From an optimization exercise on the open Yosys and OpenROAD flow, aimed at small area and a short achievable clock period; shortcuts taken in it are not production practice.
The RTL was checked by simulation tests, not by an equivalence proof against the original design.
Power is estimated from default activity; no workload was simulated.

## job 101
==> flow/design.v <==
`default_nettype none
package flash_pkg;
  localparam logic [7:0] FLASH_OP_READ = 8'h03;
  typedef struct packed {
    logic [7:0]  opcode;
    logic [23:0] addr;       
  } flash_cmd_fields_t;
  typedef union packed {
    flash_cmd_fields_t f;
    logic [3:0][7:0]   bytes;
  } flash_cmd_u;
  typedef enum logic [2:0] {
    CMD,
    ADDR_HI,
    ADDR_MID,
    ADDR_LO,
    DUMMY,
    DATA_HI,
    DATA_LO
  } reader_phase_e;
endpackage
`default_nettype wire
`default_nettype none
package imem_pkg;
  localparam int INSTR_W = 16;
  typedef logic [INSTR_W-1:0] instr_t;
  typedef logic [6-1:0] iaddr_t;
endpackage
`default_nettype wire
`default_nettype none
`timescale 1ns/1ps
module spi_flash_reader (
  input  logic       clk,
  input  logic       rst_n,
  input  logic       clken,
  output logic       ins,        
  output logic [3:0] bit_j,      
  output logic       ready,
  output logic       spi_cs,
  output logic       spi_sclk,
  output logic       spi_mosi,
  input  logic       spi_miso
);
  localparam logic [10:0] HDR_START = 11'd2008;
  localparam logic [10:0] LAST_BIT  = 11'd1023;
  localparam logic [5:0]  WAIT0     = 6'd47;
  logic [10:0] q;
  logic        got;        
  logic        last;       
  logic [5:0]  wait_n;     
  logic        fall;
  logic        done;
  logic        data_fall;
  logic        active;
  logic        mosi_next;
  logic        got_n;
  logic [10:0] q_n;
  logic [5:0]  wait_nn;
  assign bit_j  = q[3:0];
  assign active = !ready && !spi_cs;
  assign done      = clken && active && last && (got || ins);
  assign fall      = clken && active && spi_sclk && (q[10] || ((got || ins) && !last));
  assign data_fall = fall && !q[10];
  assign mosi_next = (q == HDR_START + 11'd5) || (q == HDR_START + 11'd6) ||
                     (q == HDR_START + 11'd10);
  assign q_n     = fall ? q + 11'd1 : q;
  assign got_n   = !fall && (got || ins);
  assign wait_nn = !data_fall ? wait_n + 6'd1 :
                   ((q[4:0] == 5'h1f) ? wait_n - 6'd2 : wait_n - 6'd1);
  always_ff @(posedge clk) begin
    if (!rst_n) begin
      q        <= HDR_START;
      got      <= 1'b0;
      last     <= 1'b0;
      wait_n   <= WAIT0;
      ins      <= 1'b0;
      ready    <= 1'b0;
      spi_cs   <= 1'b1;
      spi_sclk <= 1'b1;
      spi_mosi <= 1'b0;
    end else begin
      q      <= q_n;
      got    <= got_n;
      wait_n <= wait_nn;
      if (fall) begin
        last <= (q == LAST_BIT - 11'd1);
      end
      ins <= !done && (active || (clken && spi_cs && !ready)) && !q_n[10] && !got_n &&
             (wait_nn == 6'd0);
      if (done) begin
        ready    <= 1'b1;
        spi_cs   <= 1'b1;
        spi_sclk <= 1'b1;
      end else if (clken && !ready) begin
        if (spi_cs) begin
          spi_cs   <= 1'b0;            
          spi_sclk <= 1'b0;
          spi_mosi <= 1'b0;
        end else if (!spi_sclk) begin
          spi_sclk <= 1'b1;
        end else if (fall) begin
          spi_sclk <= 1'b0;
          spi_mosi <= mosi_next;
        end
      end
    end
  end
endmodule
`default_nettype wire
`default_nettype none
`timescale 1ns/1ps
module imem_bank #(
  parameter int INS = 0
) (
  input  logic                    clk,
  input  logic                    ins,      
  input  logic                    din,
  input  logic [7:0]              sel_lo,   
  input  logic [7:0]              sel_hi,   
  input  logic                    hold,     
  output logic                    fbit      
);
  logic [64-1:0] ring;
  logic [7:0]                   grp;
  logic                         fbit_d;
  always_ff @(posedge clk) begin
    ring <= {ring[64-2:0], ring[64-1]};
    if (ins) begin
      ring[INS] <= din;
    end
  end
  for (genvar g = 0; g < 8; g++) begin : g_grp
    imem_andor8 u_grp (
      .sel (sel_lo),
      .d   (ring[8*g +: 8]),
      .y   (grp[g])
    );
  end
  imem_andor u_out (
    .sel (sel_hi),
    .d   (grp),
    .keep(hold),
    .q   (fbit),
    .y   (fbit_d)
  );
  always_ff @(posedge clk) begin
    fbit <= fbit_d;
  end
endmodule
module imem_andor8 (
  input  logic [7:0] sel,
  input  logic [7:0] d,
  output logic       y
);
  assign y = |(sel & d);
endmodule
module imem_andor (
  input  logic [7:0] sel,
  input  logic [7:0] d,
  input  logic       keep,
  input  logic       q,
  output logic       y
);
  assign y = |(sel & d) | (keep & q);
endmodule
`default_nettype wire
`default_nettype none
`timescale 1ns/1ps
module boot_rom (
  input  logic             clk,
  input  logic             rst_n,
  input  logic             clken,
  input  imem_pkg::iaddr_t fetch_addr,
  output imem_pkg::instr_t instruction,
  output logic             ready,
  input  logic             spi_miso,
  output logic             spi_cs,
  output logic             spi_sclk,
  output logic             spi_mosi
);
  localparam logic [5:0] PHASE0 = 6'd46;
  imem_pkg::iaddr_t phase, phase_n;
  logic [3:0]       dlo, dhi;
  logic [2:0]       a_lo, a_hi;
  logic [7:0]       sel_lo, sel_hi, hi0, late;
  logic             take;
  logic             hold;
  logic             ins;
  logic [3:0]       bit_j;
  assign a_lo = fetch_addr[3:1];
  assign a_hi = {fetch_addr[0], fetch_addr[5:4]};
  assign phase_n = !rst_n ? PHASE0 : phase + 6'd1;
  function automatic logic [3:0] diff_bits(input logic [2:0] p);
    diff_bits = {p[2] ^ (p[1:0] != 2'd3), p[2] ^ !p[1], p[2] ^ (p[1:0] == 2'd0), p[1] ^ !p[0]};
  endfunction
  always_ff @(posedge clk) begin
    phase <= phase_n;
    dlo   <= diff_bits(phase_n[2:0]);
    dhi   <= diff_bits(phase_n[5:3]);
    for (int x = 1; x < 8; x++) begin
      late[x] <= (3'(x) > phase_n[2:0]);    
    end
  end
  assign late[0] = 1'b0;
  imem_addr_dec u_dec (
    .a_lo  (a_lo),
    .a_hi  (a_hi),
    .phase (phase),
    .dlo   (dlo),
    .dhi   (dhi),
    .late  (late),
    .take  (take),
    .sel_lo(sel_lo),
    .sel_hi(sel_hi)
  );
  assign take = rst_n && clken && ready;
  assign hold = rst_n && !(clken && ready);
  spi_flash_reader u_reader (
    .clk     (clk),
    .rst_n   (rst_n),
    .clken   (clken),
    .ins     (ins),
    .bit_j   (bit_j),
    .ready   (ready),
    .spi_cs  (spi_cs),
    .spi_sclk(spi_sclk),
    .spi_mosi(spi_mosi),
    .spi_miso(spi_miso)
  );
  for (genvar b = 0; b < imem_pkg::INSTR_W; b++) begin : g_lane
    imem_bank #(.INS(2 * (imem_pkg::INSTR_W - 1 - b))) u_lane (
      .clk (clk),
      .ins (ins && (bit_j == 4'(imem_pkg::INSTR_W - 1 - b))),
      .din (spi_miso),
      .sel_lo(sel_lo),
      .sel_hi(sel_hi),
      .hold  (hold),
      .fbit  (instruction[b])
    );
  end
endmodule
module imem_addr_dec (
  input  logic [2:0] a_lo,
  input  logic [2:0] a_hi,
  input  logic [5:0] phase,
  input  logic [3:0] dlo,
  input  logic [3:0] dhi,
  input  logic [7:0] late,     
  input  logic       take,
  output logic [7:0] sel_lo,
  output logic [7:0] sel_hi
);
  logic [7:0] hi0, a_lo_hot;
  logic       borrow;
  function automatic logic [2:0] minus(input logic [2:0] p, input logic [3:0] d, input int x);
    logic b2;
    case (x % 4)
      0: b2 = p[2];
      1: b2 = d[1];
      2: b2 = d[2];
      default: b2 = d[3];
    endcase
    minus = {b2 ^ 1'((x / 4) % 2), ((x % 2) ? d[0] : p[1]) ^ 1'((x / 2) % 2), p[0] ^ 1'(x % 2)};
  endfunction
  always_comb begin
    for (int x = 0; x < 8; x++) begin
      sel_lo[x]   = (a_lo == minus(phase[2:0], dlo, x));    
      hi0[x]      = (a_hi == minus(phase[5:3], dhi, x));    
      a_lo_hot[x] = (a_lo == 3'(x));
    end
  end
  imem_andor8 u_borrow (
    .sel(a_lo_hot),
    .d  (late),
    .y  (borrow)
  );
  imem_hsel u_hsel (
    .hi0   (hi0),
    .borrow(borrow),
    .take  (take),
    .sel_hi(sel_hi)
  );
endmodule
module imem_hsel (
  input  logic [7:0] hi0,
  input  logic       borrow,
  input  logic       take,
  output logic [7:0] sel_hi
);
  logic take0, take1;
  assign take0 = take && !borrow;
  assign take1 = take && borrow;
  always_comb begin
    for (int g = 0; g < 8; g++) begin
      sel_hi[g] = (take0 && hi0[g]) || (take1 && hi0[(g + 1) % 8]);
    end
  end
endmodule
`default_nettype wire
clock: 4.0 ns
lec_check: 0
cap_margin: 20
core_margin: 2
core_utilization: 65
cts_cluster_diameter: 100
cts_cluster_size: 30
gpl_routability_driven: 0
place_density: 0.75
setup_slack_margin: 2.0
slew_margin: 20
synth_hierarchical: 1
tns_end_percent: 10
run.sh (not shown) runs the stock make flow with config.mk's settings and CLKGATE_MAP_FILE= SYNTH_SCRIPT=/design/flow/synth_recipe.tcl, a recipe that flattens the netlist after the stock synthesis.
Testbench counts of job 101, summed over its fixed seeds: boot cycles 51,816.
#### Input delta (job 102 over job 101)
# job 101
export LEC_CHECK = 0
export CAP_MARGIN = 20
export CORE_MARGIN = 2
export CORE_UTILIZATION = 65
export CTS_CLUSTER_DIAMETER = 100
export CTS_CLUSTER_SIZE = 30
export GPL_ROUTABILITY_DRIVEN = 0
export PLACE_DENSITY = 0.75
export SETUP_SLACK_MARGIN = 2.0
export SLEW_MARGIN = 20
export SYNTH_HIERARCHICAL = 1
export TNS_END_PERCENT = 10
create_clock -name core_clock -period 4.0 [get_ports {clk}]
# job 102
export LEC_CHECK = 0
export CAP_MARGIN = 20
export CORE_MARGIN = 2
export CORE_UTILIZATION = 60
export CTS_CLUSTER_DIAMETER = 100
export CTS_CLUSTER_SIZE = 30
export PLACE_DENSITY = 0.75
export SETUP_SLACK_MARGIN = 2.0
export SLEW_MARGIN = 20
export SYNTH_HIERARCHICAL = 1
export TNS_END_PERCENT = 10
create_clock -name core_clock -period 4.0 [get_ports {clk}]
--- outcome ---
Job 101 | status: complete | timing, DRC, antenna: pass. Job 102 reached the final stage; the timing, design-rule and antenna checks on its layout passed. Critical setup path kind = in -> reg: job 102; critical setup path kind = reg -> reg: job 101. Tap cell instance count ended up about 5% higher on job 102 than on job 101. The run showing the greater power drawn by the combinational cells is job 101. Job 102 vs. job 101: non-clock buffer count went down, core area rose by 9.5%, post-route minimum period picked up an extra 0.051 ns. Comparing job 102 with job 101, the multi-input gate count came out essentially unchanged.

## re-timing with driven ports
The results above use ideal ports. As a check the final layouts listed here were re-extracted and re-timed, cells and wires unchanged. Step 1 (the two cells are an assumption about what drives the block):
set clk [get_ports {clk}]
set_driving_cell -lib_cell sky130_fd_sc_hd__clkbuf_16 $clk
set_driving_cell -lib_cell sky130_fd_sc_hd__buf_2 [delete_from_list [all_inputs] $clk]
Step 2, shift: input delay + t, output delay - t, t = (earliest + latest rising clock arrival at the registers) / 2. This alone moves slack from input paths to output paths. Three values: no drivers, after step 1, after step 2; two values: the first two.
run	shift t [ns]	slack for setup (ns)	hold slack, ns	clock arrival spread, ns	slew at the worst register clock pin (ns)
job 101	0.657	1.805 / 1.805 / 1.191	0.328 / 0.328 / 0.328	0.045 / 0.045	0.11 / 0.11
job 102	0.657	1.754 / 1.763 / 1.112	0.333 / 0.333 / 0.333	0.033 / 0.033	0.11 / 0.11
After both steps every run listed still meets setup and hold. For job 102, which loses most, drivers alone change the setup slack by +0.009 ns; drivers and shift together by -0.642 ns.
